This design comes from an exercise in tuning for small area, a short achievable clock period and few clock cycles per item on the open sky130 flow, not from production work. RTL that was checked went through simulation tests only; none was proved equivalent to the original. No activity file was given, so power comes from the tool's default toggle rates.

==> flow/design.v (excerpt) <==
module touch_median_calibrate_map #(
  parameter int RAW_BITS = 12
) (
  input  logic                                  clk,
  input  logic                                  rst_n,
  input  logic                                  in_tvalid,
  output logic                                  in_tready,
  input  logic [((3*RAW_BITS+7)/8)*8-1:0]       in_tdata,
  output logic                                  out_tvalid,
  input  logic                                  out_tready,
  output logic [23:0]                           out_tdata,
  output logic                                  out_tuser,
  input  logic                                  cfg_psel,
  input  logic                                  cfg_penable,
  input  logic                                  cfg_pwrite,
  input  logic [tmcm_pkg::CFG_ADDR_BITS-1:0]    cfg_paddr,
  input  logic [tmcm_pkg::CFG_DATA_BITS-1:0]    cfg_pwdata,
  output logic [tmcm_pkg::CFG_DATA_BITS-1:0]    cfg_prdata,
  output logic                                  cfg_pready
);
Size: about 3,100 cells after synthesis, roughly 380 flip-flops.
export LEC_CHECK = 0
export CAP_MARGIN = 20
export CORE_MARGIN = 2
export CORE_UTILIZATION = 40
export CTS_BUF_LIST = sky130_fd_sc_hd__clkbuf_4 sky130_fd_sc_hd__clkbuf_8
export CTS_CLUSTER_SIZE = 40
export SETUP_SLACK_MARGIN = 3.05
export SLEW_MARGIN = 20
create_clock -name core_clock -period 7.0 [get_ports {clk}]
run.sh (not shown) runs the stock make flow with config.mk's settings and CLKGATE_MAP_FILE= SYNTH_SCRIPT=/design/flow/synth_recipe.tcl, a recipe that flattens the netlist after the stock synthesis.
The baseline finished clean.
Testbench counts at the start, summed over its fixed seeds: cycles 19,520, items 6,400.
Edit:
- CTS_CLUSTER_DIAMETER: not set -> 45
- CTS_CLUSTER_SIZE: 40 -> 30
- SETUP_SLACK_MARGIN: 3.05 -> 2.95
Effect:
- maximum frequency drops by 0.45%
- clock skew increases by 0.021 ns
- clock power is higher by about 11%
- die area does not change
- combinational power went down by about 3%
- worst setup slack is worse by 0.018 ns
- power went up by about 2.5%
Edit:
- CTS_CLUSTER_DIAMETER: 45 -> 55
Sequential share of layout area came out higher by 0.40 points. Register-to-register slack gets worse by 0.02 ns. Global-route usage came out lower by 0.17 points. Clock power came out lower by 22%. Die area does not change. Worst setup slack gets worse by 0.034 ns. Count of clock-buffer cells in the layout came out lower by 26. Utilization came out lower by 0.67 points. Wire length came out lower by 0.75%. Power came out lower by 7.4%. Sequential cell count is unchanged.
Edit:
- CTS_BUF_LIST: sky130_fd_sc_hd__clkbuf_4 sky130_fd_sc_hd__clkbuf_8 -> not set
- CTS_CLUSTER_DIAMETER: 55 -> not set
- CTS_CLUSTER_SIZE: 30 -> not set
Combinational power barely changes.
Wire length is higher slightly.
Setup slack loses 0.0032 ns.
Hold slack loses 0.0053 ns.

Setup of job 101:
Another version of the RTL of touch_median_calibrate_map (not shown whole).
For scale: ~28000 um^2 of cells after synthesis.
## touch_median_calibrate_map
module touch_median_calibrate_map #(
  parameter int RAW_BITS = 12
) (
  input  logic                                  clk,
  input  logic                                  rst_n,
  input  logic                                  in_tvalid,
  output logic                                  in_tready,
  input  logic [((3*RAW_BITS+7)/8)*8-1:0]       in_tdata,
  output logic                                  out_tvalid,
  input  logic                                  out_tready,
  output logic [23:0]                           out_tdata,
  output logic                                  out_tuser,
  input  logic                                  cfg_psel,
  input  logic                                  cfg_penable,
  input  logic                                  cfg_pwrite,
  input  logic [tmcm_pkg::CFG_ADDR_BITS-1:0]    cfg_paddr,
  input  logic [tmcm_pkg::CFG_DATA_BITS-1:0]    cfg_pwdata,
  output logic [tmcm_pkg::CFG_DATA_BITS-1:0]    cfg_prdata,
  output logic                                  cfg_pready
);
  localparam int SB = tmcm_pkg::SCR_BITS;
  localparam int PW = RAW_BITS + SB;
  logic [RAW_BITS-1:0] raw_min_x, raw_max_x, raw_min_y, raw_max_y, press_thr;
  logic [3:0]          orient;
  ...
export LEC_CHECK = 0
export CAP_MARGIN = 20
export CORE_MARGIN = 2
export CORE_UTILIZATION = 40
export SETUP_SLACK_MARGIN = 2.5
export SLEW_MARGIN = 20
create_clock -name core_clock -period 7.0 [get_ports {clk}]
Setup changes, job 101 to job 104
diff --git a/flow/config.mk b/flow/config.mk
--- a/flow/config.mk
+++ b/flow/config.mk
@@ -7,0 +8 @@
+export ABC_CLOCK_PERIOD_IN_PS = 4100
@@ -11 +12 @@
-export SETUP_SLACK_MARGIN = 2.5
+export SETUP_SLACK_MARGIN = 2.9
==> comparison <==
For job 101 and job 104, there was not a single run that failed to finish clean.
Overall via count from detail_route: job 104 worse than job 101
On worst-case headroom to the max-slew limit, the higher figure sits with job 101, not job 104.
Delta (job 104 minus job 101): total congestion overflow after global routing stayed essentially flat; number of buffers inserted to repair setup after CTS rose by 63; combinational power rose by 4.9%.
On setup slack, job 101 loses to job 104.
Taking job 101 as 1.0, job 104 lands at 1.06 on maximum vdd ir drop.
Summary: with job 101 as the reference, detailed-routing wirelength on met1 in job 104 moved up slightly.
Function was not checked in any run of this note: the RTL went through the layout flow alone.

## re-timing with driven ports
Ports are ideal in the flow. The routed layouts listed here were re-timed in OpenROAD.
Step 1: set_driving_cell puts a clkbuf_16 on clk and a buf_2 on each other input, an assumption about the parent block.
Step 2 moves the port delays by t, midway between the first and last clock arrival at a register: inputs arrive t later, outputs are due t later. That takes back most of the time a late clock gives input paths.
Slacks: no drivers / after step 1 / after step 2; pairs: no drivers / after step 1.
| run | shift t [ns] | setup WS [ns] | hold slack, ns | clock arrival spread, ns | worst slew at a driven data input, ns |
|---|---|---|---|---|---|
| the first run of note 1 | 0.730 | 3.001 / 2.835 / 2.486 | 0.418 / 0.418 / 0.418 | 0.041 / 0.040 | 0.17 |
| the second run of note 1 | 0.709 | 2.983 / 2.896 / 2.398 | 0.433 / 0.433 / 0.433 | 0.073 / 0.073 | 0.14 |
| the third run of note 1 | 0.720 | 2.949 / 2.898 / 2.395 | 0.431 / 0.431 / 0.431 | 0.070 / 0.069 | 0.14 |
| the fourth run of note 1 | 0.637 | 2.945 / 2.895 / 2.461 | 0.426 / 0.426 / 0.426 | 0.033 / 0.033 | 0.14 |
| job 101 | 0.648 | 2.231 / 2.231 / 1.660 | 0.431 / 0.431 / 0.431 | 0.029 / 0.028 | 0.06 |
| job 104 | 0.657 | 2.257 / 2.257 / 2.257 | 0.453 / 0.453 / 0.453 | 0.029 / 0.029 | 0.15 |
After both steps setup and hold are still met in every run listed. For the second run of note 1, which loses most, drivers alone change the setup slack by -0.087 ns; drivers and shift together by -0.585 ns.
